Source: an optimization exercise on an open RTL-to-GDS flow (aim: small area, a short achievable clock period and few clock cycles per item). Production flows keep margins and buffers that such runs may drop.
At most, simulation tests tie the RTL to the original design; equivalence was not proved.
The RTL of run 2 was laid out without a check of its function.
No activity file was given, so power comes from the tool's default toggle rates.

==> flow/design.v (outline; a module is shown in full before it is edited, if it fits) <==
// module sram_sequencer: 162 lines
// module sk_add9: 62 lines
// module chroma_upsampler: 78 lines
// module fir9_a: 184 lines
// module sk_add10: 69 lines
// module colour_matrix: 85 lines
// module ripple_add: 17 lines
// module pixel_x_a: 289 lines
// module pixel_g_a: 266 lines
// module sk_add11: 76 lines
// module yuv_to_rgb_top: 67 lines
module yuv_to_rgb_top (
	input  logic                Clock_50,
	input  logic                Resetn,
	input  logic                start,
	input  csc_pkg::sram_word_t sram_read_data,
	output csc_pkg::sram_req_t  sram_req,
	output logic                done
);
  // ...
==> flow/flow/run.sh <==
#!/bin/bash
# The standard layout, with the port buffers that global placement inserts
# made of buf_4 cells, and clock tree synthesis clustering 25 sinks within
# 80 um per leaf buffer, without dummy loads.
set -euo pipefail
bash standard.sh synth > synth.log 2>&1
export BUFFER_PORTS_ARGS="-buffer_cell sky130_fd_sc_hd__buf_4"
export CTS_ARGS="-sink_clustering_enable -repair_clock_nets -sink_clustering_size 16 -sink_clustering_max_diameter 60 -dont_use_dummy_load -buf_list sky130_fd_sc_hd__clkbuf_8"
bash standard.sh finish > layout.log 2>&1
==> flow/standard.sh <==
#!/bin/bash
# synth_recipe.tcl (not shown) runs the flow's synth.tcl, then flattens the netlist and writes it again
# the make line also repeats each setting of config.mk as NAME=value (left out here)
make -C /OpenROAD-flow-scripts/flow DESIGN_CONFIG=/design/flow/config.mk WORK_HOME=/design/flow/orfs CLKGATE_MAP_FILE= SYNTH_SCRIPT=/design/flow/synth_recipe.tcl "${@:-finish}"
==> flow/config.mk <==
export PLATFORM = sky130hd
export DESIGN_NAME = yuv_to_rgb_top
export DESIGN_NICKNAME = yuv_to_rgb_top
export VERILOG_FILES = /design/flow/design.v
export SDC_FILE = /design/flow/constraint.sdc
export NUM_CORES = 4
export LEC_CHECK = 0
export ABC_AREA = 1
export CAP_MARGIN = 20
export CORE_MARGIN = 2
export CORE_UTILIZATION = 55
export SLEW_MARGIN = 20
==> flow/constraint.sdc <==
create_clock -name core_clock -period 15.0 [get_ports {Clock_50}]
set_input_delay 3.0000 -clock core_clock [delete_from_list [all_inputs] [get_ports {Clock_50}]]
set_output_delay 3.0000 -clock core_clock [all_outputs]
set_load 0.01 [all_outputs]
==> summary.md, run 1 <==
| Metric | Value |
|---|---|
| Final non-filler cell total | 2,117 |
| Placed cell areas | 19,200 um2 |
| Netlist cell types | 48 |
| Clock share of power | 31.5% |
| Avg Cell Area, Syn | 11.4 um2 |
| H-tree Lvls | 1 |
| Setup bufs post-CTS | 0 |
| Post-layout min period | 4090 ps |
| Final instance area | 19,600 um2 |
| Synthesized net count | 2,004 |
| Worst R2R Setup Slack | 11,340 ps |
| Dominant cell type by area after synthesis | fa_1 |
| Largest net degree at the start of global routing | 69 |
| Sequential cell area share | 39.1% |
| Synth warn | 3 |
| Mux contribution to synthesized area | 0% |
| Post-CTS sizing | 0 |
| Final TNS setup | 0 ps |
| Vias per Instance | 5.15 |
| Seq pwr | 884 uW |
| Max Slew Vio Count | 0 |
| Combinational Power | 28.7 uW |
| Final Cycle Share | 27.3% |
| Drc violations | 0 |
| Net Sw Frac | 20.3% |
| Clk tree area frac | 1.97% |
| TritonCTS clock tree | done |
| Hold path cells | 0 |
| Max reg flops | 96 |
| Worst-margin pin slew | 949 ps |
| Row count | 66 |
| Final setup violating endpoints | 0 |
| Post-Synth Adder-Cell Area | 35.1% |
| Worst Path Class, Setup | reg2out |
| N_diodes | 1 |
| Mapped cell area | 18,300 um2 |
| R2r endpoint | u_sequencer.hold_b[7] |
| P_int | 1.06 mW |
| Share of cells above drive strength 1 | 8.36% |
| DP Cell Count | 2,088 |
| Max Fclk | 245 MHz |
| Most common library cells after synthesis | inv_1 (361), fa_1 (231), nand2_1 (202), dfxtp_1 (155), edfxtp_1 (149) |
| Status | timing/DRC/antenna clean |
Testbench counts, summed over its fixed seeds: cycles 39,264, rows 48.
==> run 2: changes to the inputs <==
--- a/flow/design.v
+++ b/flow/design.v
@@ -724,52 +724,52 @@
 	wire xm36 = ~(sb | c[2]);
 	wire xm37 = ~(sb | c[3]);
 	wire xm38 = ~(sb | c[4]);
 	wire xm39 = ~(sb | c[5]);
 	wire xm40 = ~(sb | c[6]);
 	wire xm41 = ~(sb | c[7]);
 	wire xh42 = y[6] ^ y[4];
 	wire xk43 = y[6] & y[4];
-	wire xs44 = 1'b1 ^ y[7] ^ y[5];
-	wire xc45 = (1'b1 & y[7]) | (1'b1 & y[5]) | (y[7] & y[5]);
-	wire xh46 = y[3] ^ y[0];
-	wire xk47 = y[3] & y[0];
+	wire xs44 = y[7] ^ y[5] ^ y[3];
+	wire xc45 = (y[7] & y[5]) | (y[7] & y[3]) | (y[5] & y[3]);
+	wire xh46 = 1'b1 ^ y[0];
+	wire xk47 = 1'b1 & y[0];
 	wire xs48 = y[6] ^ y[4] ^ y[1];
 	wire xc49 = (y[6] & y[4]) | (y[6] & y[1]) | (y[4] & y[1]);
 	wire xs50 = c[0] ^ sb ^ xm24;
 	wire xc51 = (c[0] & sb) | (c[0] & xm24) | (sb & xm24);
 	wire xs52 = y[7] ^ y[5] ^ y[2];
 	wire xc53 = (y[7] & y[5]) | (y[7] & y[2]) | (y[5] & y[2]);
 	wire xh54 = c[1] ^ xm25;
 	wire xk55 = c[1] & xm25;
-	wire xs56 = 1'b1 ^ y[6] ^ y[3];
-	wire xc57 = (1'b1 & y[6]) | (1'b1 & y[3]) | (y[6] & y[3]);
+	wire xs56 = y[6] ^ y[3] ^ c[2];
+	wire xc57 = (y[6] & y[3]) | (y[6] & c[2]) | (y[3] & c[2]);
 	wire xh58 = y[7] ^ y[4];
 	wire xk59 = y[7] & y[4];
 	wire xh60 = 1'b1 ^ xm4;
 	wire xk61 = 1'b1 & xm4;
-	wire xs62 = 1'b1 ^ xm5 ^ c[0];
-	wire xc63 = (1'b1 & xm5) | (1'b1 & c[0]) | (xm5 & c[0]);
-	wire xh64 = ~y[5] ^ ~c[7];
-	wire xk65 = ~y[5] & ~c[7];
-	wire xs66 = 1'b1 ^ xm6 ^ c[1];
-	wire xc67 = (1'b1 & xm6) | (1'b1 & c[1]) | (xm6 & c[1]);
-	wire xh68 = ~y[6] ^ xm12;
-	wire xk69 = ~y[6] & xm12;
+	wire xs62 = xm5 ^ c[0] ^ xm11;
+	wire xc63 = (xm5 & c[0]) | (xm5 & xm11) | (c[0] & xm11);
+	wire xh64 = 1'b1 ^ ~y[5];
+	wire xk65 = 1'b1 & ~y[5];
+	wire xs66 = xm6 ^ c[1] ^ xm12;
+	wire xc67 = (xm6 & c[1]) | (xm6 & xm12) | (c[1] & xm12);
+	wire xh68 = 1'b1 ^ ~y[6];
+	wire xk69 = 1'b1 & ~y[6];
 	wire xs70 = y[0] ^ xm7 ^ c[2];
 	wire xc71 = (y[0] & xm7) | (y[0] & c[2]) | (xm7 & c[2]);
 	wire xh72 = ~y[7] ^ xm13;
 	wire xk73 = ~y[7] & xm13;
 	wire xs74 = y[1] ^ c[3] ^ xm14;
 	wire xc75 = (y[1] & c[3]) | (y[1] & xm14) | (c[3] & xm14);
-	wire xs76 = 1'b1 ^ y[2] ^ y[0];
-	wire xc77 = (1'b1 & y[2]) | (1'b1 & y[0]) | (y[2] & y[0]);
-	wire xh78 = c[4] ^ xm15;
-	wire xk79 = c[4] & xm15;
+	wire xs76 = y[2] ^ y[0] ^ c[4];
+	wire xc77 = (y[2] & y[0]) | (y[2] & c[4]) | (y[0] & c[4]);
+	wire xh78 = 1'b1 ^ xm15;
+	wire xk79 = 1'b1 & xm15;
 	wire xs80 = y[3] ^ y[1] ^ c[5];
 	wire xc81 = (y[3] & y[1]) | (y[3] & c[5]) | (y[1] & c[5]);
 	wire xs82 = sr ^ xm16 ^ xm19;
 	wire xc83 = (sr & xm16) | (sr & xm19) | (xm16 & xm19);
 	wire xs84 = y[4] ^ y[2] ^ y[0];
 	wire xc85 = (y[4] & y[2]) | (y[4] & y[0]) | (y[2] & y[0]);
 	wire xs86 = c[6] ^ xm20 ^ xm26;
 	wire xc87 = (c[6] & xm20) | (c[6] & xm26) | (xm20 & xm26);
@@ -788,46 +788,46 @@
 	wire xs100 = xm30 ^ xm36 ^ xc45;
 	wire xc101 = (xm30 & xm36) | (xm30 & xc45) | (xm36 & xc45);
 	wire xs102 = xk47 ^ xs48 ^ xs50;
 	wire xc103 = (xk47 & xs48) | (xk47 & xs50) | (xs48 & xs50);
 	wire xs104 = xm31 ^ xm37 ^ xc49;
 	wire xc105 = (xm31 & xm37) | (xm31 & xc49) | (xm37 & xc49);
 	wire xs106 = xs52 ^ xc51 ^ xh54;
 	wire xc107 = (xs52 & xc51) | (xs52 & xh54) | (xc51 & xh54);
-	wire xs108 = c[2] ^ xm32 ^ xm38;
-	wire xc109 = (c[2] & xm32) | (c[2] & xm38) | (xm32 & xm38);
-	wire xs110 = xc53 ^ xs56 ^ xk55;
-	wire xc111 = (xc53 & xs56) | (xc53 & xk55) | (xs56 & xk55);
+	wire xs108 = xm32 ^ xm38 ^ xc53;
+	wire xc109 = (xm32 & xm38) | (xm32 & xc53) | (xm38 & xc53);
+	wire xs110 = 1'b1 ^ xs56 ^ xk55;
+	wire xc111 = (1'b1 & xs56) | (1'b1 & xk55) | (xs56 & xk55);
 	wire xs112 = c[3] ^ sr ^ xm33;
 	wire xc113 = (c[3] & sr) | (c[3] & xm33) | (sr & xm33);
 	wire xs114 = xm39 ^ xc57 ^ xh58;
 	wire xc115 = (xm39 & xc57) | (xm39 & xh58) | (xc57 & xh58);
 	wire xs116 = y[5] ^ c[4] ^ sb;
 	wire xc117 = (y[5] & c[4]) | (y[5] & sb) | (c[4] & sb);
 	wire xh118 = xm40 ^ xk59;
 	wire xk119 = xm40 & xk59;
 	wire xs120 = y[6] ^ c[5] ^ sb;
 	wire xc121 = (y[6] & c[5]) | (y[6] & sb) | (c[5] & sb);
 	wire xh122 = xm0 ^ sr;
 	wire xk123 = xm0 & sr;
 	wire xs124 = xm1 ^ sb ^ ~y[1];
 	wire xc125 = (xm1 & sb) | (xm1 & ~y[1]) | (sb & ~y[1]);
-	wire xs126 = xm2 ^ ~y[2] ^ ~c[4];
-	wire xc127 = (xm2 & ~y[2]) | (xm2 & ~c[4]) | (~y[2] & ~c[4]);
-	wire xs128 = xm3 ^ ~y[3] ^ ~c[5];
-	wire xc129 = (xm3 & ~y[3]) | (xm3 & ~c[5]) | (~y[3] & ~c[5]);
-	wire xs130 = ~y[4] ^ ~c[6] ^ xm10;
-	wire xc131 = (~y[4] & ~c[6]) | (~y[4] & xm10) | (~c[6] & xm10);
-	wire xs132 = xm11 ^ xk61 ^ xs62;
-	wire xc133 = (xm11 & xk61) | (xm11 & xs62) | (xk61 & xs62);
-	wire xs134 = xc63 ^ xk65 ^ xs66;
-	wire xc135 = (xc63 & xk65) | (xc63 & xs66) | (xk65 & xs66);
-	wire xs136 = xc67 ^ xs70 ^ xk69;
-	wire xc137 = (xc67 & xs70) | (xc67 & xk69) | (xs70 & xk69);
+	wire xs126 = ~xm2 ^ y[2] ^ c[4];
+	wire xc127 = (~xm2 & y[2]) | (~xm2 & c[4]) | (y[2] & c[4]);
+	wire xs128 = ~xm3 ^ y[3] ^ c[5];
+	wire xc129 = (~xm3 & y[3]) | (~xm3 & c[5]) | (y[3] & c[5]);
+	wire xs130 = y[4] ^ c[6] ^ ~xm10;
+	wire xc131 = (y[4] & c[6]) | (y[4] & ~xm10) | (c[6] & ~xm10);
+	wire xs132 = xk61 ^ xh64 ^ xs62;
+	wire xc133 = (xk61 & xh64) | (xk61 & xs62) | (xh64 & xs62);
+	wire xs134 = xk65 ^ xh68 ^ xc63;
+	wire xc135 = (xk65 & xh68) | (xk65 & xc63) | (xh68 & xc63);
+	wire xs136 = xk69 ^ xs70 ^ xc67;
+	wire xc137 = (xk69 & xs70) | (xk69 & xc67) | (xs70 & xc67);
 	wire xs138 = xm17 ^ xc71 ^ xk73;
 	wire xc139 = (xm17 & xc71) | (xm17 & xk73) | (xc71 & xk73);
 	wire xs140 = xm18 ^ xs76 ^ xc75;
 	wire xc141 = (xm18 & xs76) | (xm18 & xc75) | (xs76 & xc75);
 	wire xs142 = xc77 ^ xs80 ^ xk79;
 	wire xc143 = (xc77 & xs80) | (xc77 & xk79) | (xs80 & xk79);
 	wire xs144 = xc81 ^ xs84 ^ xc83;
 	wire xc145 = (xc81 & xs84) | (xc81 & xc83) | (xs84 & xc83);
@@ -836,40 +836,40 @@
 	wire xs148 = xc89 ^ xc91 ^ xs92;
 	wire xc149 = (xc89 & xc91) | (xc89 & xs92) | (xc91 & xs92);
 	wire xs150 = xc93 ^ xs96 ^ xc95;
 	wire xc151 = (xc93 & xs96) | (xc93 & xc95) | (xs96 & xc95);
 	wire xs152 = xc97 ^ xc99 ^ xs100;
 	wire xc153 = (xc97 & xc99) | (xc97 & xs100) | (xc99 & xs100);
 	wire xs154 = xc101 ^ xs104 ^ xc103;
 	wire xc155 = (xc101 & xs104) | (xc101 & xc103) | (xs104 & xc103);
-	wire xs156 = xs108 ^ xc105 ^ xc107;
-	wire xc157 = (xs108 & xc105) | (xs108 & xc107) | (xc105 & xc107);
-	wire xs158 = xc109 ^ xs112 ^ xs114;
-	wire xc159 = (xc109 & xs112) | (xc109 & xs114) | (xs112 & xs114);
+	wire xs156 = xc105 ^ xs108 ^ xc107;
+	wire xc157 = (xc105 & xs108) | (xc105 & xc107) | (xs108 & xc107);
+	wire xs158 = xs112 ^ xc109 ^ xs114;
+	wire xc159 = (xs112 & xc109) | (xs112 & xs114) | (xc109 & xs114);
 	wire xs160 = xs116 ^ xc113 ^ xc115;
 	wire xc161 = (xs116 & xc113) | (xs116 & xc115) | (xc113 & xc115);
 	wire xs162 = xm41 ^ xc117 ^ xs120;
 	wire xc163 = (xm41 & xc117) | (xm41 & xs120) | (xc117 & xs120);
-	wire xs164 = 1'b1 ^ y[7] ^ c[6];
-	wire xc165 = (1'b1 & y[7]) | (1'b1 & c[6]) | (y[7] & c[6]);
+	wire xs164 = y[7] ^ c[6] ^ xc121;
+	wire xc165 = (y[7] & c[6]) | (y[7] & xc121) | (c[6] & xc121);
 	wire xh166 = ~y[0] ^ ~c[2];
 	wire xk167 = ~y[0] & ~c[2];
 	wire xs168 = ~c[3] ^ xk123 ^ xs124;
 	wire xc169 = (~c[3] & xk123) | (~c[3] & xs124) | (xk123 & xs124);
-	wire xs170 = xm8 ^ xc125 ^ xs126;
-	wire xc171 = (xm8 & xc125) | (xm8 & xs126) | (xc125 & xs126);
-	wire xs172 = xm9 ^ xc127 ^ xs128;
-	wire xc173 = (xm9 & xc127) | (xm9 & xs128) | (xc127 & xs128);
-	wire xs174 = xc129 ^ xh60 ^ xs130;
-	wire xc175 = (xc129 & xh60) | (xc129 & xs130) | (xh60 & xs130);
-	wire xs176 = xh64 ^ xc131 ^ xs132;
-	wire xc177 = (xh64 & xc131) | (xh64 & xs132) | (xc131 & xs132);
-	wire xs178 = xh68 ^ xc133 ^ xs134;
-	wire xc179 = (xh68 & xc133) | (xh68 & xs134) | (xc133 & xs134);
+	wire xs170 = xm8 ^ xc125 ^ ~xs126;
+	wire xc171 = (xm8 & xc125) | (xm8 & ~xs126) | (xc125 & ~xs126);
+	wire xs172 = ~xm9 ^ xc127 ^ xs128;
+	wire xc173 = (~xm9 & xc127) | (~xm9 & xs128) | (xc127 & xs128);
+	wire xs174 = xc129 ^ ~xh60 ^ xs130;
+	wire xc175 = (xc129 & ~xh60) | (xc129 & xs130) | (~xh60 & xs130);
+	wire xs176 = c[7] ^ xc131 ^ ~xs132;
+	wire xc177 = (c[7] & xc131) | (c[7] & ~xs132) | (xc131 & ~xs132);
+	wire xs178 = xs66 ^ xc133 ^ xs134;
+	wire xc179 = (xs66 & xc133) | (xs66 & xs134) | (xc133 & xs134);
 	wire xs180 = xh72 ^ xc135 ^ xs136;
 	wire xc181 = (xh72 & xc135) | (xh72 & xs136) | (xc135 & xs136);
 	wire xs182 = xs74 ^ xc137 ^ xs138;
 	wire xc183 = (xs74 & xc137) | (xs74 & xs138) | (xc137 & xs138);
 	wire xs184 = xh78 ^ xc139 ^ xs140;
 	wire xc185 = (xh78 & xc139) | (xh78 & xs140) | (xc139 & xs140);
 	wire xs186 = xs82 ^ xc141 ^ xs142;
 	wire xc187 = (xs82 & xc141) | (xs82 & xs142) | (xc141 & xs142);
@@ -888,59 +888,59 @@
 	wire xs200 = xs110 ^ xc155 ^ xs156;
 	wire xc201 = (xs110 & xc155) | (xs110 & xs156) | (xc155 & xs156);
 	wire xs202 = xc111 ^ xs158 ^ xc157;
 	wire xc203 = (xc111 & xs158) | (xc111 & xc157) | (xs158 & xc157);
 	wire xs204 = xh118 ^ xc159 ^ xs160;
 	wire xc205 = (xh118 & xc159) | (xh118 & xs160) | (xc159 & xs160);
 	wire xs206 = xk119 ^ xs162 ^ xc161;
 	wire xc207 = (xk119 & xs162) | (xk119 & xc161) | (xs162 & xc161);
-	wire xs208 = xc121 ^ xs164 ^ xc163;
-	wire xc209 = (xc121 & xs164) | (xc121 & xc163) | (xs164 & xc163);
+	wire xs208 = 1'b1 ^ xc163 ^ xs164;
+	wire xc209 = (1'b1 & xc163) | (1'b1 & xs164) | (xc163 & xs164);
 	wire xh210 = c[7] ^ xc165;
 	wire xk211 = c[7] & xc165;
 	wire xlg212 = 1'b1 & ~c[0];
 	wire xlg213 = ~c[1] & 1'b0;
 	wire xlg214 = xh166 & xh122;
 	wire xlg215 = xk167 & xs168;
 	wire xlg216 = xc169 & xs170;
-	wire xlg217 = xc171 & xs172;
-	wire xlg218 = xc173 & xs174;
-	wire xlg219 = xc175 & xs176;
+	wire xlg217 = xc171 & ~xs172;
+	wire xlg218 = ~xc173 & ~xs174;
+	wire xlg219 = ~xc175 & ~xs176;
 	wire xlp220 = 1'b1 ^ ~c[0];
 	wire xlp221 = ~c[1] ^ 1'b0;
 	wire xlp222 = xh166 ^ xh122;
 	wire xlp223 = xk167 ^ xs168;
 	wire xlp224 = xc169 ^ xs170;
-	wire xlp225 = xc171 ^ xs172;
-	wire xlp226 = xc173 ^ xs174;
-	wire xlp227 = xc175 ^ xs176;
+	wire xlp225 = xc171 ^ ~xs172;
+	wire xlp226 = ~xc173 ^ ~xs174;
+	wire xlp227 = ~xc175 ^ ~xs176;
 	wire xlG228 = xlg213 | (xlp221 & xlg212);
 	wire xlP229 = xlp221 & xlp220;
 	wire xlG230 = xlg215 | (xlp223 & xlg214);
 	wire xlP231 = xlp223 & xlp222;
 	wire xlG232 = xlg217 | (xlp225 & xlg216);
 	wire xlP233 = xlp225 & xlp224;
 	wire xlG234 = xlg219 | (xlp227 & xlg218);
 	wire xlP235 = xlp227 & xlp226;
 	wire xlG236 = xlG230 | (xlP231 & xlG228);
 	wire xlP237 = xlP231 & xlP229;
 	wire xlG238 = xlG234 | (xlP235 & xlG232);
 	wire xlP239 = xlP235 & xlP233;
 	wire xlG240 = xlG238 | (xlP239 & xlG236);
 	wire xlP241 = xlP239 & xlP237;
-	wire xmg242 = xc177 & xs178;
+	wire xmg242 = ~xc177 & xs178;
 	wire xmg243 = xc179 & xs180;
 	wire xmg244 = xc181 & xs182;
 	wire xmg245 = xc183 & xs184;
 	wire xmg246 = xc185 & xs186;
 	wire xmg247 = xc187 & xs188;
 	wire xmg248 = xc189 & xs190;
 	wire xmg249 = xc191 & xs192;
-	wire xmp250 = xc177 ^ xs178;
+	wire xmp250 = ~xc177 ^ xs178;
 	wire xmp251 = xc179 ^ xs180;
 	wire xmp252 = xc181 ^ xs182;
 	wire xmp253 = xc183 ^ xs184;
 	wire xmp254 = xc185 ^ xs186;
 	wire xmp255 = xc187 ^ xs188;
 	wire xmp256 = xc189 ^ xs190;
 	wire xmp257 = xc191 ^ xs192;
 	wire xmG258 = xmg243 | (xmp251 & xmg242);
@@ -974,246 +974,246 @@
 	output logic [0:0] g_p
 );
 	wire gh0 = y[7] ^ y[5];
 	wire gk1 = y[7] & y[5];
 	wire gh2 = y[6] ^ y[4];
 	wire gk3 = y[6] & y[4];
 	wire gh4 = 1'b1 ^ y[7];
 	wire gk5 = 1'b1 & y[7];
-	wire gs6 = 1'b1 ^ y[5] ^ y[3];
-	wire gc7 = (1'b1 & y[5]) | (1'b1 & y[3]) | (y[5] & y[3]);
-	wire gs8 = 1'b1 ^ y[6] ^ y[4];
-	wire gc9 = (1'b1 & y[6]) | (1'b1 & y[4]) | (y[6] & y[4]);
-	wire gs10 = y[2] ^ u[2] ^ v[1];
-	wire gc11 = (y[2] & u[2]) | (y[2] & v[1]) | (u[2] & v[1]);
+	wire gs6 = y[5] ^ y[3] ^ y[1];
+	wire gc7 = (y[5] & y[3]) | (y[5] & y[1]) | (y[3] & y[1]);
+	wire gs8 = y[6] ^ y[4] ^ y[2];
+	wire gc9 = (y[6] & y[4]) | (y[6] & y[2]) | (y[4] & y[2]);
+	wire gs10 = u[5] ^ u[0] ^ v[3];
+	wire gc11 = (u[5] & u[0]) | (u[5] & v[3]) | (u[0] & v[3]);
 	wire gs12 = y[3] ^ y[0] ^ u[3];
 	wire gc13 = (y[3] & y[0]) | (y[3] & u[3]) | (y[0] & u[3]);
-	wire gs14 = v[2] ^ ~u[6] ^ ~u[1];
-	wire gc15 = (v[2] & ~u[6]) | (v[2] & ~u[1]) | (~u[6] & ~u[1]);
-	wire gh16 = ~v[4] ^ ~v[0];
-	wire gk17 = ~v[4] & ~v[0];
+	wire gs14 = u[6] ^ u[1] ^ v[4];
+	wire gc15 = (u[6] & u[1]) | (u[6] & v[4]) | (u[1] & v[4]);
+	wire gh16 = v[2] ^ ~v[0];
+	wire gk17 = v[2] & ~v[0];
 	wire gs18 = y[1] ^ u[4] ^ v[3];
 	wire gc19 = (y[1] & u[4]) | (y[1] & v[3]) | (u[4] & v[3]);
-	wire gs20 = ~u[7] ^ ~u[2] ^ ~v[5];
-	wire gc21 = (~u[7] & ~u[2]) | (~u[7] & ~v[5]) | (~u[2] & ~v[5]);
+	wire gs20 = u[7] ^ u[2] ^ v[5];
+	wire gc21 = (u[7] & u[2]) | (u[7] & v[5]) | (u[2] & v[5]);
 	wire gs22 = ~v[1] ^ gk1 ^ gh2;
 	wire gc23 = (~v[1] & gk1) | (~v[1] & gh2) | (gk1 & gh2);
 	wire gs24 = y[5] ^ y[2] ^ u[5];
 	wire gc25 = (y[5] & y[2]) | (y[5] & u[5]) | (y[2] & u[5]);
-	wire gs26 = v[4] ^ ~u[3] ^ ~v[6];
-	wire gc27 = (v[4] & ~u[3]) | (v[4] & ~v[6]) | (~u[3] & ~v[6]);
-	wire gs28 = ~v[2] ^ gk3 ^ gh4;
-	wire gc29 = (~v[2] & gk3) | (~v[2] & gh4) | (gk3 & gh4);
+	wire gs26 = u[3] ^ v[6] ^ v[2];
+	wire gc27 = (u[3] & v[6]) | (u[3] & v[2]) | (v[6] & v[2]);
+	wire gs28 = v[4] ^ gk3 ^ gh4;
+	wire gc29 = (v[4] & gk3) | (v[4] & gh4) | (gk3 & gh4);
 	wire gs30 = y[6] ^ y[3] ^ u[6];
 	wire gc31 = (y[6] & y[3]) | (y[6] & u[6]) | (y[3] & u[6]);
-	wire gs32 = v[5] ^ ~u[4] ^ ~v[7];
-	wire gc33 = (v[5] & ~u[4]) | (v[5] & ~v[7]) | (~u[4] & ~v[7]);
-	wire gh34 = ~v[3] ^ gk5;
-	wire gk35 = ~v[3] & gk5;
-	wire gs36 = 1'b1 ^ y[7] ^ y[4];
-	wire gc37 = (1'b1 & y[7]) | (1'b1 & y[4]) | (y[7] & y[4]);
-	wire gs38 = u[7] ^ v[6] ^ ~u[5];
-	wire gc39 = (u[7] & v[6]) | (u[7] & ~u[5]) | (v[6] & ~u[5]);
+	wire gs32 = u[4] ^ v[7] ^ v[3];
+	wire gc33 = (u[4] & v[7]) | (u[4] & v[3]) | (v[7] & v[3]);
+	wire gh34 = v[5] ^ gk5;
+	wire gk35 = v[5] & gk5;
+	wire gs36 = y[7] ^ y[4] ^ u[7];
+	wire gc37 = (y[7] & y[4]) | (y[7] & u[7]) | (y[4] & u[7]);
+	wire gs38 = 1'b1 ^ v[6] ^ ~u[5];
+	wire gc39 = (1'b1 & v[6]) | (1'b1 & ~u[5]) | (v[6] & ~u[5]);
 	wire gh40 = 1'b1 ^ y[5];
 	wire gk41 = 1'b1 & y[5];
 	wire gh42 = u[2] ^ ~y[3];
 	wire gk43 = u[2] & ~y[3];
-	wire gs44 = u[3] ^ ~y[4] ^ ~u[1];
-	wire gc45 = (u[3] & ~y[4]) | (u[3] & ~u[1]) | (~y[4] & ~u[1]);
-	wire gs46 = u[4] ^ ~y[5] ^ ~u[2];
-	wire gc47 = (u[4] & ~y[5]) | (u[4] & ~u[2]) | (~y[5] & ~u[2]);
+	wire gs44 = y[4] ^ u[1] ^ v[6];
+	wire gc45 = (y[4] & u[1]) | (y[4] & v[6]) | (u[1] & v[6]);
+	wire gs46 = y[5] ^ u[2] ^ v[7];
+	wire gc47 = (y[5] & u[2]) | (y[5] & v[7]) | (u[2] & v[7]);
 	wire gh48 = u[5] ^ ~y[6];
 	wire gk49 = u[5] & ~y[6];
-	wire gs50 = y[0] ^ u[6] ^ ~y[7];
-	wire gc51 = (y[0] & u[6]) | (y[0] & ~y[7]) | (u[6] & ~y[7]);
-	wire gs52 = 1'b1 ^ y[1] ^ u[7];
-	wire gc53 = (1'b1 & y[1]) | (1'b1 & u[7]) | (y[1] & u[7]);
-	wire gh54 = ~u[5] ^ ~u[0];
-	wire gk55 = ~u[5] & ~u[0];
-	wire gs56 = 1'b1 ^ y[2] ^ y[0];
-	wire gc57 = (1'b1 & y[2]) | (1'b1 & y[0]) | (y[2] & y[0]);
-	wire gs58 = ~u[6] ^ ~u[1] ^ ~v[6];
-	wire gc59 = (~u[6] & ~u[1]) | (~u[6] & ~v[6]) | (~u[1] & ~v[6]);
-	wire gs60 = y[3] ^ y[1] ^ ~u[7];
-	wire gc61 = (y[3] & y[1]) | (y[3] & ~u[7]) | (y[1] & ~u[7]);
-	wire gs62 = ~u[2] ^ ~v[7] ^ ~v[0];
-	wire gc63 = (~u[2] & ~v[7]) | (~u[2] & ~v[0]) | (~v[7] & ~v[0]);
+	wire gs50 = y[7] ^ u[4] ^ v[4];
+	wire gc51 = (y[7] & u[4]) | (y[7] & v[4]) | (u[4] & v[4]);
+	wire gs52 = u[5] ^ u[0] ^ v[5];
+	wire gc53 = (u[5] & u[0]) | (u[5] & v[5]) | (u[0] & v[5]);
+	wire gh54 = 1'b1 ^ y[1];
+	wire gk55 = 1'b1 & y[1];
+	wire gs56 = u[6] ^ u[1] ^ v[6];
+	wire gc57 = (u[6] & u[1]) | (u[6] & v[6]) | (u[1] & v[6]);
+	wire gs58 = 1'b1 ^ y[2] ^ y[0];
+	wire gc59 = (1'b1 & y[2]) | (1'b1 & y[0]) | (y[2] & y[0]);
+	wire gs60 = u[7] ^ u[2] ^ v[7];
+	wire gc61 = (u[7] & u[2]) | (u[7] & v[7]) | (u[2] & v[7]);
+	wire gs62 = y[3] ^ y[1] ^ ~v[0];
+	wire gc63 = (y[3] & y[1]) | (y[3] & ~v[0]) | (y[1] & ~v[0]);
 	wire gs64 = y[4] ^ y[2] ^ y[0];
 	wire gc65 = (y[4] & y[2]) | (y[4] & y[0]) | (y[2] & y[0]);
-	wire gs66 = u[0] ^ ~u[3] ^ ~v[1];
-	wire gc67 = (u[0] & ~u[3]) | (u[0] & ~v[1]) | (~u[3] & ~v[1]);
-	wire gs68 = y[1] ^ u[1] ^ v[0];
-	wire gc69 = (y[1] & u[1]) | (y[1] & v[0]) | (u[1] & v[0]);
-	wire gs70 = ~u[4] ^ ~v[2] ^ gs6;
-	wire gc71 = (~u[4] & ~v[2]) | (~u[4] & gs6) | (~v[2] & gs6);
-	wire gs72 = ~u[5] ^ ~u[0] ^ ~v[3];
-	wire gc73 = (~u[5] & ~u[0]) | (~u[5] & ~v[3]) | (~u[0] & ~v[3]);
-	wire gs74 = gc7 ^ gs8 ^ gs10;
-	wire gc75 = (gc7 & gs8) | (gc7 & gs10) | (gs8 & gs10);
-	wire gs76 = gc9 ^ gc11 ^ gs12;
-	wire gc77 = (gc9 & gc11) | (gc9 & gs12) | (gc11 & gs12);
-	wire gs78 = gh0 ^ gs14 ^ gh16;
-	wire gc79 = (gh0 & gs14) | (gh0 & gh16) | (gs14 & gh16);
-	wire gs80 = gc13 ^ gc15 ^ gk17;
-	wire gc81 = (gc13 & gc15) | (gc13 & gk17) | (gc15 & gk17);
-	wire gs82 = gs18 ^ gs20 ^ gs22;
-	wire gc83 = (gs18 & gs20) | (gs18 & gs22) | (gs20 & gs22);
-	wire gs84 = gc19 ^ gc21 ^ gs24;
-	wire gc85 = (gc19 & gc21) | (gc19 & gs24) | (gc21 & gs24);
-	wire gs86 = gs26 ^ gc23 ^ gs28;
-	wire gc87 = (gs26 & gc23) | (gs26 & gs28) | (gc23 & gs28);
-	wire gs88 = gc25 ^ gc27 ^ gs30;
-	wire gc89 = (gc25 & gc27) | (gc25 & gs30) | (gc27 & gs30);
-	wire gs90 = gs32 ^ gc29 ^ gh34;
-	wire gc91 = (gs32 & gc29) | (gs32 & gh34) | (gc29 & gh34);
-	wire gs92 = ~v[4] ^ gc31 ^ gc33;
-	wire gc93 = (~v[4] & gc31) | (~v[4] & gc33) | (gc31 & gc33);
-	wire gs94 = gs36 ^ gs38 ^ gk35;
-	wire gc95 = (gs36 & gs38) | (gs36 & gk35) | (gs38 & gk35);
-	wire gs96 = v[7] ^ ~u[6] ^ ~v[5];
-	wire gc97 = (v[7] & ~u[6]) | (v[7] & ~v[5]) | (~u[6] & ~v[5]);
-	wire gs98 = gc37 ^ gc39 ^ gh40;
-	wire gc99 = (gc37 & gc39) | (gc37 & gh40) | (gc39 & gh40);
+	wire gs66 = ~u[0] ^ u[3] ^ v[1];
+	wire gc67 = (~u[0] & u[3]) | (~u[0] & v[1]) | (u[3] & v[1]);
+	wire gs68 = u[1] ^ v[0] ^ gs6;
+	wire gc69 = (u[1] & v[0]) | (u[1] & gs6) | (v[0] & gs6);
+	wire gs70 = ~1'b1 ^ u[4] ^ v[2];
+	wire gc71 = (~1'b1 & u[4]) | (~1'b1 & v[2]) | (u[4] & v[2]);
+	wire gs72 = u[2] ^ v[1] ^ gc7;
+	wire gc73 = (u[2] & v[1]) | (u[2] & gc7) | (v[1] & gc7);
+	wire gs74 = 1'b1 ^ gs8 ^ ~gs10;
+	wire gc75 = (1'b1 & gs8) | (1'b1 & ~gs10) | (gs8 & ~gs10);
+	wire gs76 = gc9 ^ gs12 ^ gh0;
+	wire gc77 = (gc9 & gs12) | (gc9 & gh0) | (gs12 & gh0);
+	wire gs78 = gc11 ^ gs14 ^ ~gh16;
+	wire gc79 = (gc11 & gs14) | (gc11 & ~gh16) | (gs14 & ~gh16);
+	wire gs80 = gc13 ^ gk17 ^ gs18;
+	wire gc81 = (gc13 & gk17) | (gc13 & gs18) | (gk17 & gs18);
+	wire gs82 = gc15 ^ gs20 ^ ~gs22;
+	wire gc83 = (gc15 & gs20) | (gc15 & ~gs22) | (gs20 & ~gs22);
+	wire gs84 = gc19 ^ gs24 ^ gc23;
+	wire gc85 = (gc19 & gs24) | (gc19 & gc23) | (gs24 & gc23);
+	wire gs86 = gc21 ^ gs26 ^ ~gs28;
+	wire gc87 = (gc21 & gs26) | (gc21 & ~gs28) | (gs26 & ~gs28);
+	wire gs88 = gc25 ^ gs30 ^ gc29;
+	wire gc89 = (gc25 & gs30) | (gc25 & gc29) | (gs30 & gc29);
+	wire gs90 = gc27 ^ gs32 ^ ~gh34;
+	wire gc91 = (gc27 & gs32) | (gc27 & ~gh34) | (gs32 & ~gh34);
+	wire gs92 = gc31 ^ gs36 ^ gs38;
+	wire gc93 = (gc31 & gs36) | (gc31 & gs38) | (gs36 & gs38);
+	wire gs94 = v[4] ^ gc33 ^ ~gk35;
+	wire gc95 = (v[4] & gc33) | (v[4] & ~gk35) | (gc33 & ~gk35);
+	wire gs96 = v[7] ^ gc37 ^ gc39;
+	wire gc97 = (v[7] & gc37) | (v[7] & gc39) | (gc37 & gc39);
+	wire gs98 = u[6] ^ v[5] ^ ~gh40;
+	wire gc99 = (u[6] & v[5]) | (u[6] & ~gh40) | (v[5] & ~gh40);
 	wire gs100 = 1'b1 ^ y[6] ^ ~u[7];
 	wire gc101 = (1'b1 & y[6]) | (1'b1 & ~u[7]) | (y[6] & ~u[7]);
 	wire gh102 = ~v[6] ^ gk41;
 	wire gk103 = ~v[6] & gk41;
 	wire gh104 = 1'b1 ^ y[7];
 	wire gk105 = 1'b1 & y[7];
 	wire gh106 = ~u[0] ^ ~v[5];
 	wire gk107 = ~u[0] & ~v[5];
-	wire gs108 = ~v[6] ^ ~v[1] ^ gk43;
-	wire gc109 = (~v[6] & ~v[1]) | (~v[6] & gk43) | (~v[1] & gk43);
-	wire gs110 = ~v[7] ^ ~v[2] ^ gc45;
-	wire gc111 = (~v[7] & ~v[2]) | (~v[7] & gc45) | (~v[2] & gc45);
-	wire gs112 = ~u[3] ^ ~v[3] ^ gc47;
-	wire gc113 = (~u[3] & ~v[3]) | (~u[3] & gc47) | (~v[3] & gc47);
-	wire gs114 = ~u[4] ^ ~v[4] ^ gk49;
-	wire gc115 = (~u[4] & ~v[4]) | (~u[4] & gk49) | (~v[4] & gk49);
-	wire gs116 = ~v[5] ^ gc51 ^ gs52;
-	wire gc117 = (~v[5] & gc51) | (~v[5] & gs52) | (gc51 & gs52);
-	wire gs118 = gc53 ^ gk55 ^ gs56;
-	wire gc119 = (gc53 & gk55) | (gc53 & gs56) | (gk55 & gs56);
-	wire gs120 = gc57 ^ gc59 ^ gs60;
-	wire gc121 = (gc57 & gc59) | (gc57 & gs60) | (gc59 & gs60);
-	wire gs122 = gc61 ^ gc63 ^ gs64;
-	wire gc123 = (gc61 & gc63) | (gc61 & gs64) | (gc63 & gs64);
-	wire gs124 = gc65 ^ gc67 ^ gs68;
-	wire gc125 = (gc65 & gc67) | (gc65 & gs68) | (gc67 & gs68);
-	wire gs126 = gc69 ^ gs72 ^ gc71;
-	wire gc127 = (gc69 & gs72) | (gc69 & gc71) | (gs72 & gc71);
+	wire gs108 = u[3] ^ ~v[1] ^ gk43;
+	wire gc109 = (u[3] & ~v[1]) | (u[3] & gk43) | (~v[1] & gk43);
+	wire gs110 = v[2] ^ gc45 ^ gs46;
+	wire gc111 = (v[2] & gc45) | (v[2] & gs46) | (gc45 & gs46);
+	wire gs112 = u[3] ^ v[3] ^ gc47;
+	wire gc113 = (u[3] & v[3]) | (u[3] & gc47) | (v[3] & gc47);
+	wire gs114 = y[0] ^ u[6] ^ gk49;
+	wire gc115 = (y[0] & u[6]) | (y[0] & gk49) | (u[6] & gk49);
+	wire gs116 = u[7] ^ ~gc51 ^ gh54;
+	wire gc117 = (u[7] & ~gc51) | (u[7] & gh54) | (~gc51 & gh54);
+	wire gs118 = gk55 ^ ~gc53 ^ gs58;
+	wire gc119 = (gk55 & ~gc53) | (gk55 & gs58) | (~gc53 & gs58);
+	wire gs120 = ~gc59 ^ gc57 ^ gs60;
+	wire gc121 = (~gc59 & gc57) | (~gc59 & gs60) | (gc57 & gs60);
+	wire gs122 = ~gc61 ^ gc63 ^ gs64;
+	wire gc123 = (~gc61 & gc63) | (~gc61 & gs64) | (gc63 & gs64);
+	wire gs124 = ~gc65 ^ gc67 ^ gs70;
+	wire gc125 = (~gc65 & gc67) | (~gc65 & gs70) | (gc67 & gs70);
+	wire gs126 = gc69 ^ gs72 ^ gs74;
+	wire gc127 = (gc69 & gs72) | (gc69 & gs74) | (gs72 & gs74);
 	wire gs128 = gc73 ^ gc75 ^ gs76;
 	wire gc129 = (gc73 & gc75) | (gc73 & gs76) | (gc75 & gs76);
-	wire gs130 = gc77 ^ gc79 ^ gs80;
-	wire gc131 = (gc77 & gc79) | (gc77 & gs80) | (gc79 & gs80);
-	wire gs132 = gc81 ^ gs84 ^ gc83;
-	wire gc133 = (gc81 & gs84) | (gc81 & gc83) | (gs84 & gc83);
-	wire gs134 = gc85 ^ gs88 ^ gc87;
-	wire gc135 = (gc85 & gs88) | (gc85 & gc87) | (gs88 & gc87);
-	wire gs136 = gc89 ^ gs92 ^ gc91;
-	wire gc137 = (gc89 & gs92) | (gc89 & gc91) | (gs92 & gc91);
-	wire gs138 = gs96 ^ gc93 ^ gs98;
-	wire gc139 = (gs96 & gc93) | (gs96 & gs98) | (gc93 & gs98);
-	wire gs140 = gc97 ^ gs100 ^ gc99;
-	wire gc141 = (gc97 & gs100) | (gc97 & gc99) | (gs100 & gc99);
-	wire gs142 = ~v[7] ^ gc101 ^ gh104;
-	wire gc143 = (~v[7] & gc101) | (~v[7] & gh104) | (gc101 & gh104);
+	wire gs130 = gc77 ^ ~gc79 ^ gs80;
+	wire gc131 = (gc77 & ~gc79) | (gc77 & gs80) | (~gc79 & gs80);
+	wire gs132 = gc81 ^ ~gc83 ^ gs84;
+	wire gc133 = (gc81 & ~gc83) | (gc81 & gs84) | (~gc83 & gs84);
+	wire gs134 = gc85 ^ ~gc87 ^ gs88;
+	wire gc135 = (gc85 & ~gc87) | (gc85 & gs88) | (~gc87 & gs88);
+	wire gs136 = gs92 ^ gc89 ^ ~gc91;
+	wire gc137 = (gs92 & gc89) | (gs92 & ~gc91) | (gc89 & ~gc91);
+	wire gs138 = gc93 ^ gs96 ^ ~gs98;
+	wire gc139 = (gc93 & gs96) | (gc93 & ~gs98) | (gs96 & ~gs98);
+	wire gs140 = gs100 ^ gc97 ^ gh102;
+	wire gc141 = (gs100 & gc97) | (gs100 & gh102) | (gc97 & gh102);
+	wire gs142 = gc101 ^ gh104 ^ gk103;
+	wire gc143 = (gc101 & gh104) | (gc101 & gk103) | (gh104 & gk103);
 	wire gh144 = 1'b1 ^ ~y[0];
 	wire gk145 = 1'b1 & ~y[0];
-	wire gs146 = u[0] ^ ~y[1] ^ ~v[3];
-	wire gc147 = (u[0] & ~y[1]) | (u[0] & ~v[3]) | (~y[1] & ~v[3]);
-	wire gs148 = u[1] ^ ~y[2] ^ ~v[4];
-	wire gc149 = (u[1] & ~y[2]) | (u[1] & ~v[4]) | (~y[2] & ~v[4]);
+	wire gs146 = ~u[0] ^ y[1] ^ v[3];
+	wire gc147 = (~u[0] & y[1]) | (~u[0] & v[3]) | (y[1] & v[3]);
+	wire gs148 = ~u[1] ^ y[2] ^ v[4];
+	wire gc149 = (~u[1] & y[2]) | (~u[1] & v[4]) | (y[2] & v[4]);
 	wire gs150 = ~v[0] ^ gh106 ^ gh42;
 	wire gc151 = (~v[0] & gh106) | (~v[0] & gh42) | (gh106 & gh42);
-	wire gs152 = gk107 ^ gs44 ^ gs108;
-	wire gc153 = (gk107 & gs44) | (gk107 & gs108) | (gs44 & gs108);
-	wire gs154 = gs46 ^ gc109 ^ gs110;
-	wire gc155 = (gs46 & gc109) | (gs46 & gs110) | (gc109 & gs110);
-	wire gs156 = gh48 ^ gc111 ^ gs112;
-	wire gc157 = (gh48 & gc111) | (gh48 & gs112) | (gc111 & gs112);
-	wire gs158 = gs50 ^ gc113 ^ gs114;
-	wire gc159 = (gs50 & gc113) | (gs50 & gs114) | (gc113 & gs114);
-	wire gs160 = gh54 ^ gc115 ^ gs116;
-	wire gc161 = (gh54 & gc115) | (gh54 & gs116) | (gc115 & gs116);
-	wire gs162 = gs58 ^ gc117 ^ gs118;
-	wire gc163 = (gs58 & gc117) | (gs58 & gs118) | (gc117 & gs118);
-	wire gs164 = gs62 ^ gc119 ^ gs120;
-	wire gc165 = (gs62 & gc119) | (gs62 & gs120) | (gc119 & gs120);
-	wire gs166 = gs66 ^ gc121 ^ gs122;
-	wire gc167 = (gs66 & gc121) | (gs66 & gs122) | (gc121 & gs122);
-	wire gs168 = gc123 ^ gs124 ^ gs70;
-	wire gc169 = (gc123 & gs124) | (gc123 & gs70) | (gs124 & gs70);
-	wire gs170 = gc125 ^ gs74 ^ gs126;
-	wire gc171 = (gc125 & gs74) | (gc125 & gs126) | (gs74 & gs126);
-	wire gs172 = gs78 ^ gc127 ^ gs128;
-	wire gc173 = (gs78 & gc127) | (gs78 & gs128) | (gc127 & gs128);
-	wire gs174 = gc129 ^ gs130 ^ gs82;
-	wire gc175 = (gc129 & gs130) | (gc129 & gs82) | (gs130 & gs82);
-	wire gs176 = gc131 ^ gs86 ^ gs132;
-	wire gc177 = (gc131 & gs86) | (gc131 & gs132) | (gs86 & gs132);
-	wire gs178 = gs90 ^ gc133 ^ gs134;
-	wire gc179 = (gs90 & gc133) | (gs90 & gs134) | (gc133 & gs134);
-	wire gs180 = gs94 ^ gs136 ^ gc135;
-	wire gc181 = (gs94 & gs136) | (gs94 & gc135) | (gs136 & gc135);
-	wire gs182 = gc95 ^ gs138 ^ gc137;
-	wire gc183 = (gc95 & gs138) | (gc95 & gc137) | (gs138 & gc137);
-	wire gs184 = gh102 ^ gc139 ^ gs140;
-	wire gc185 = (gh102 & gc139) | (gh102 & gs140) | (gc139 & gs140);
-	wire gs186 = gk103 ^ gs142 ^ gc141;
-	wire gc187 = (gk103 & gs142) | (gk103 & gc141) | (gs142 & gc141);
+	wire gs152 = gk107 ^ ~gs44 ^ gs108;
+	wire gc153 = (gk107 & ~gs44) | (gk107 & gs108) | (~gs44 & gs108);
+	wire gs154 = u[4] ^ gc109 ^ ~gs110;
+	wire gc155 = (u[4] & gc109) | (u[4] & ~gs110) | (gc109 & ~gs110);
+	wire gs156 = ~gh48 ^ gc111 ^ gs112;
+	wire gc157 = (~gh48 & gc111) | (~gh48 & gs112) | (gc111 & gs112);
+	wire gs158 = gs50 ^ gc113 ^ ~gs114;
+	wire gc159 = (gs50 & gc113) | (gs50 & ~gs114) | (gc113 & ~gs114);
+	wire gs160 = ~gs52 ^ gc115 ^ gs116;
+	wire gc161 = (~gs52 & gc115) | (~gs52 & gs116) | (gc115 & gs116);
+	wire gs162 = ~gs56 ^ gc117 ^ gs118;
+	wire gc163 = (~gs56 & gc117) | (~gs56 & gs118) | (gc117 & gs118);
+	wire gs164 = gs62 ^ gc119 ^ ~gs120;
+	wire gc165 = (gs62 & gc119) | (gs62 & ~gs120) | (gc119 & ~gs120);
+	wire gs166 = gs66 ^ gc121 ^ ~gs122;
+	wire gc167 = (gs66 & gc121) | (gs66 & ~gs122) | (gc121 & ~gs122);
+	wire gs168 = gc123 ^ gs68 ^ ~gs124;
+	wire gc169 = (gc123 & gs68) | (gc123 & ~gs124) | (gs68 & ~gs124);
+	wire gs170 = gc71 ^ gc125 ^ ~gs126;
+	wire gc171 = (gc71 & gc125) | (gc71 & ~gs126) | (gc125 & ~gs126);
+	wire gs172 = ~gs78 ^ gc127 ^ gs128;
+	wire gc173 = (~gs78 & gc127) | (~gs78 & gs128) | (gc127 & gs128);
+	wire gs174 = gc129 ^ gs130 ^ ~gs82;
+	wire gc175 = (gc129 & gs130) | (gc129 & ~gs82) | (gs130 & ~gs82);
+	wire gs176 = gc131 ^ ~gs86 ^ gs132;
+	wire gc177 = (gc131 & ~gs86) | (gc131 & gs132) | (~gs86 & gs132);
+	wire gs178 = ~gs90 ^ gc133 ^ gs134;
+	wire gc179 = (~gs90 & gc133) | (~gs90 & gs134) | (gc133 & gs134);
+	wire gs180 = ~gs94 ^ gs136 ^ gc135;
+	wire gc181 = (~gs94 & gs136) | (~gs94 & gc135) | (gs136 & gc135);
+	wire gs182 = ~gc95 ^ gs138 ^ gc137;
+	wire gc183 = (~gc95 & gs138) | (~gc95 & gc137) | (gs138 & gc137);
+	wire gs184 = ~gc99 ^ gc139 ^ gs140;
+	wire gc185 = (~gc99 & gc139) | (~gc99 & gs140) | (gc139 & gs140);
+	wire gs186 = ~v[7] ^ gc141 ^ gs142;
+	wire gc187 = (~v[7] & gc141) | (~v[7] & gs142) | (gc141 & gs142);
 	wire gh188 = gk105 ^ gc143;
 	wire gk189 = gk105 & gc143;
 	wire glg190 = 1'b1 & ~v[0];
 	wire glg191 = ~v[1] & 1'b0;
 	wire glg192 = gh144 & ~v[2];
-	wire glg193 = gk145 & gs146;
-	wire glg194 = gc147 & gs148;
-	wire glg195 = gc149 & gs150;
+	wire glg193 = gk145 & ~gs146;
+	wire glg194 = ~gc147 & ~gs148;
+	wire glg195 = ~gc149 & gs150;
 	wire glg196 = gc151 & gs152;
 	wire glg197 = gc153 & gs154;
 	wire glp198 = 1'b1 ^ ~v[0];
 	wire glp199 = ~v[1] ^ 1'b0;
 	wire glp200 = gh144 ^ ~v[2];
-	wire glp201 = gk145 ^ gs146;
-	wire glp202 = gc147 ^ gs148;
-	wire glp203 = gc149 ^ gs150;
+	wire glp201 = gk145 ^ ~gs146;
+	wire glp202 = ~gc147 ^ ~gs148;
+	wire glp203 = ~gc149 ^ gs150;
 	wire glp204 = gc151 ^ gs152;
 	wire glp205 = gc153 ^ gs154;
 	wire glG206 = glg191 | (glp199 & glg190);
 	wire glP207 = glp199 & glp198;
 	wire glG208 = glg193 | (glp201 & glg192);
 	wire glP209 = glp201 & glp200;
 	wire glG210 = glg195 | (glp203 & glg194);
 	wire glP211 = glp203 & glp202;
 	wire glG212 = glg197 | (glp205 & glg196);
 	wire glP213 = glp205 & glp204;
 	wire glG214 = glG208 | (glP209 & glG206);
 	wire glP215 = glP209 & glP207;
 	wire glG216 = glG212 | (glP213 & glG210);
 	wire glP217 = glP213 & glP211;
 	wire glG218 = glG216 | (glP217 & glG214);
 	wire glP219 = glP217 & glP215;
-	wire gmg220 = gc155 & gs156;
-	wire gmg221 = gc157 & gs158;
-	wire gmg222 = gc159 & gs160;
+	wire gmg220 = gc155 & ~gs156;
+	wire gmg221 = ~gc157 & ~gs158;
+	wire gmg222 = ~gc159 & gs160;
 	wire gmg223 = gc161 & gs162;
 	wire gmg224 = gc163 & gs164;
-	wire gmg225 = gc165 & gs166;
-	wire gmg226 = gc167 & gs168;
-	wire gmg227 = gc169 & gs170;
-	wire gmp228 = gc155 ^ gs156;
-	wire gmp229 = gc157 ^ gs158;
-	wire gmp230 = gc159 ^ gs160;
+	wire gmg225 = gc165 & ~gs166;
+	wire gmg226 = ~gc167 & gs168;
+	wire gmg227 = gc169 & ~gs170;
+	wire gmp228 = gc155 ^ ~gs156;
+	wire gmp229 = ~gc157 ^ ~gs158;
+	wire gmp230 = ~gc159 ^ gs160;
 	wire gmp231 = gc161 ^ gs162;
 	wire gmp232 = gc163 ^ gs164;
-	wire gmp233 = gc165 ^ gs166;
-	wire gmp234 = gc167 ^ gs168;
-	wire gmp235 = gc169 ^ gs170;
+	wire gmp233 = gc165 ^ ~gs166;
+	wire gmp234 = ~gc167 ^ gs168;
+	wire gmp235 = gc169 ^ ~gs170;
 	wire gmG236 = gmg221 | (gmp229 & gmg220);
 	wire gmP237 = gmp229 & gmp228;
 	wire gmG238 = gmg223 | (gmp231 & gmg222);
 	wire gmP239 = gmp231 & gmp230;
 	wire gmG240 = gmg225 | (gmp233 & gmg224);
 	wire gmP241 = gmp233 & gmp232;
 	wire gmG242 = gmg227 | (gmp235 & gmg226);
 	wire gmP243 = gmp235 & gmp234;
@@ -1221,17 +1221,17 @@
 	wire gmP245 = gmP239 & gmP237;
 	wire gmG246 = gmG242 | (gmP243 & gmG240);
 	wire gmP247 = gmP243 & gmP241;
 	wire gmG248 = gmG246 | (gmP247 & gmG244);
 	wire gmP249 = gmP247 & gmP245;
 	assign g_c8 = glG218;
 	assign g_g = gmG248;
 	assign g_p = gmP249;
-	assign g_h0 = {1'b1, gk189, gc187, gc185, gc183, gc181, gc179, gc177, gc175, gc173, gc171};
+	assign g_h0 = {1'b1, gk189, gc187, gc185, gc183, gc181, gc179, gc177, gc175, gc173, ~gc171};
 	assign g_h1 = {1'b0, 1'b1, gh188, gs186, gs184, gs182, gs180, gs178, gs176, gs174, gs172};
 endmodule
 module sk_add11 (
 	input  logic [10:0] a,
 	input  logic [10:0] b,
 	input  logic [0:0] ci,
 	output logic [10:0] s
 );
==> flow/flow/run.sh (replaced) <==
#!/bin/bash
# The standard layout, with the port buffers that global placement inserts
# made of buf_4 cells, and clock tree synthesis clustering 25 sinks within
# 80 um per leaf buffer, without dummy loads.
set -euo pipefail
bash standard.sh synth > synth.log 2>&1
export BUFFER_PORTS_ARGS="-buffer_cell sky130_fd_sc_hd__buf_4"
export CTS_ARGS="-sink_clustering_enable -repair_clock_nets -sink_clustering_size 25 -sink_clustering_max_diameter 80 -dont_use_dummy_load"
bash standard.sh finish > layout.log 2>&1
==> summary.md, run 2 <==
| Metric | Value |
|---|---|
| Slew headroom | 38.3% (was 36.5%) |
| Die H | 187 um (was 186 um) |
| Core ar. | 32,700 um2 (was 32,600 um2) |
| TritonCTS clock tree | done (unchanged) |
| Crit-path cells | buf_4 (unchanged) |
| Worst Path Class, Setup | reg2out (unchanged) |
| Worst-path clk slew | 100 ps (about the same) |
| First drt pass iteration count | 5 (unchanged) |
| Drc violations | 0 (unchanged) |
| Max reg flops | 96 (unchanged) |
| Max cap viols | 0 (unchanged) |
| Die width | 187 um (was 186 um) |
| Area grow syn2layout | 7.51% (was 6.90%) |
| Vias per Instance | 5.14 (was 5.15) |
| Synthesized flop and latch total | 307 (unchanged) |
| Register area share after synthesis | 41.7% (was 41.8%) |
| Commonest cells after routing, fill and taps aside | inv_1 (388), fa_1 (235), nand2_1 (206) (was inv_1 (361), fa_1 (231), nand2_1 (202)) |
| Largest fanout on the critical path | 1 (was 3) |
| EDFF count, synth | 149 (unchanged) |
| Compound-Gate Fraction of Synth Area | 4.72% (was 4.91%) |
| Mapped cell area | 18,300 um2 (about the same) |
| Number of global-route vias before repair | 11,400 (about the same) |
| RSZ-0062 raised after global routing | no (unchanged) |
| DR vias | 11,000 (was 10,900) |
| Post-Syn Instances | 1,638 (was 1,610) |
| CP max stage delay | 360 ps (was 380 ps) |
| Hold Violations, Final | 0 (unchanged) |
| Post-Synth Adder-Cell Area | 34.9% (was 35.1%) |
| CP required | 12,000 ps (about the same) |
| Max Buffers Root-to-Sink | 3 (unchanged) |
| Cts hold-fix bufs | 0 (unchanged) |
| Antenna violations before repair | 1 (was 3) |
| Mux contribution to synthesized area | 0% (unchanged) |
| GPL Wtd Cong | 0.908 (was 0.904) |
| I/O Buffers | 53 (unchanged) |
| WL/cell | 18.2 um (was 18.3 um) |
| Max Slew Vio Count | 0 (unchanged) |
| Async SR Flop Fraction | 0.977% (unchanged) |
| Starting Density | 56.1% (about the same) |
| Clock Latency Late Sink | 520 ps (was 610 ps) |
| First-pass GRT wire length | 63,000 um (was 62,500 um) |
| Setup bufs post-CTS | 0 (unchanged) |
| Root Driver | clkbuf_16 (was clkbuf_8) |
| HPWL after detailed placement | 30,900 um (was 31,000 um) |
| Final setup violating endpoints | 0 (unchanged) |
| Total Routing Usage GR | 23.2% (was 23.3%) |
| Die area | 34,800 um2 (about the same) |
| Row count | 66 (unchanged) |
| Share of cells above drive strength 1 | 7.56% (was 8.36%) |
| Synth Flop Type | dfxtp_1 (unchanged) |
| Dominant cell type by area after synthesis | fa_1 (unchanged) |
| Placed cell areas | 19,200 um2 (about the same) |
| Synth warn | 3 (unchanged) |
| Netlist cell types | 45 (was 48) |
| Pre-CTS setup slack | 11,210 ps (was 11,320 ps) |
| Routing usage on met3 | 2.84% (was 4.87%) |
| Setup ws final | 10,980 ps (was 10,910 ps) |
| Hold_ws | 418 ps (about the same) |
| Avg Cell Area, Syn | 11.2 um2 (was 11.4 um2) |
| CTS Buf Count | 19 (was 28) |
| Nets | 2,085 (was 2,070) |
| CP Buf/Inv Count | 1 (unchanged) |
| Met1 usage | 35.1% (was 34.0%) |
| Synthesized net count | 2,027 (was 2,004) |
| Largest net degree at the start of global routing | 65 (was 69) |
| Post-layout min period | 4020 ps (was 4090 ps) |
| Slowest-stage cell, CP | dfxtp_1 (unchanged) |
| Worst-margin pin slew | 921 ps (was 949 ps) |
| Status | timing/DRC/antenna clean (unchanged) |
| Most common cell after layout, fill and taps aside | inv_1 (unchanged) |
| Largest family of logic cells by synthesized area | adder cells (unchanged) |
| M2 GR Usage | 36.9% (was 35.7%) |
| DRT antenna net count | 0 (unchanged) |
| Most frequent cell after synthesis | inv_1 (unchanged) |
| VDD IR max | 0.0000839 V (was 0.0000728 V) |
| Fin Clk Skew | 41.9 ps (was 82.9 ps) |
| Family with the most delay on the worst path | flip-flops (unchanged) |
| Most flop-heavy register | u_upsampler.w (unchanged) |
| Power Dens Cells | 71.8 nW/um2 (was 68.1 nW/um2) |
| CP Launch Type | flip-flop (unchanged) |
| Hold WC Path Type | reg2reg (unchanged) |
| Final Cycle Share | 26.8% (was 27.3%) |
| Synth Area in XOR/XNOR | 0.764% (was 0.813%) |
| Critical path arrival | 1020 ps (was 1090 ps) |
| Lkg Pwr | 9.24 nW (was 9.11 nW) |
| H-tree Lvls | 1 (unchanged) |
| Final WL | 38,800 um (was 38,700 um) |
| Gr busiest metal | met2 (unchanged) |
| Synth area leaders | fa_1 (26%), edfxtp_1 (24%), dfxtp_1 (17%) (was fa_1 (25%), edfxtp_1 (24%), dfxtp_1 (17%)) |
| Final instance area | 19,700 um2 (was 19,600 um2) |
| Setup crit end kind | primary output (unchanged) |
| Ports | 55 (unchanged) |
| DRT iter0 DRCs | 741 (was 666) |
| CTS sink cnt | 307 (unchanged) |
| Power Total | 1.42 mW (was 1.33 mW) |
| Synth top area share | 25.7% (was 25.3%) |
| Max Fclk | 249 MHz (was 245 MHz) |
| Simple-Gate Fraction of Synth Area | 8.91% (was 8.95%) |
| Post-CTS sizing | 0 (unchanged) |
| N_diodes | 0 (was 1) |
| Total grt overflow | 0 (unchanged) |
| Final TNS setup | 0 ps (unchanged) |
| Most common library cells after synthesis | inv_1 (388), fa_1 (235), nand2_1 (206), dfxtp_1 (155), edfxtp_1 (149) (was inv_1 (361), fa_1 (231), nand2_1 (202), dfxtp_1 (155), edfxtp_1 (149)) |
| Top flop regs | u_upsampler.w: 96 flops, u_sequencer.wd_q: 16 flops, u_upsampler.uh: 16 flops (unchanged) |
## run 2: area by class of cell
type                       instances  area [um2]
clock buffer                      19         475
inverter                         400        1500
sequential                       307        7650
tap                              442         553
fill                            2791       13000
multi-input combinational        907        9050
timing repair buffer              61         478
## run 2: cell families (layout without fill, tap and decap cells)
family,count (synthesis),count (layout)
buffers and inverters,424,480
adder cells (fa/ha/maj),370,370
AND/OR/NAND/NOR,364,364
flip-flops,307,307
AO/OA/AOI/OAI,156,156
XOR/XNOR,16,16
other,1,1
## run 2: where the power goes
part	switching [mW]	internal (mW)	leakage [nW]
Clock	0.256	0.226	0.234
Sequential	0.00642	0.890	2.71
Combinational	0.0176	0.0196	6.29
Total	0.281	1.14	9.24
## run 2: per-layer routing
layer / share of wire, % / up-vias
li1: - / 5177
met5: 0 / -
met3: 5.3 / 30
met4: 1.3 / 0
met1: 47 / 5534
met2: 47 / 245
## run 2: path summary, 6_finish.rpt
path	cells after the start	slack (ps)	startpoint	to
max	1	10980	u_sequencer.wd_q[8]	sram_req[9]
min in group asynchronous	1	2300	Resetn	u_sequencer.done_q
min	0	420	u_upsampler.w[32]	u_upsampler.w[40]
min reg2reg	0	420	u_upsampler.w[32]	u_upsampler.w[40]
max in group asynchronous	1	12610	Resetn	u_sequencer.pro
max reg2reg	15	11230	u_matrix.x_pq	u_sequencer.hold_b[7]
## run 2: through the flow
stage	utilization (%)	instances
after floorplan	-	1638
after global placement	58.7	2116
after detailed placement	58.7	2116
after CTS	60.2	2135
after global routing	60.3	2136
final	60.3	2136

## what the ideal ports hide
No port has a modelled driver above. Below, the same layouts with a new extraction and two added sets of constraints.
Step 1, drivers: a clkbuf_16 drives Clock_50 and a buf_2 each remaining input, both assumed.
Step 2 times the ports against the registers' clock, not the clock port: input delays grow and output delays shrink by t, the midpoint of the rising clock arrivals with the driver on.
Slacks: no drivers / after step 1 / after step 2; pairs: no drivers / after step 1.
| run | t (ns) | setup WS [ns] | worst data-port slew with drivers (ns) |
|---|---|---|---|
| run 1 | 0.613 | 10.912 / 10.865 / 11.344 | 0.04 |
| run 2 | 0.551 | 10.985 / 10.932 / 11.229 | 0.04 |
After both steps setup and hold are still met in every run listed.
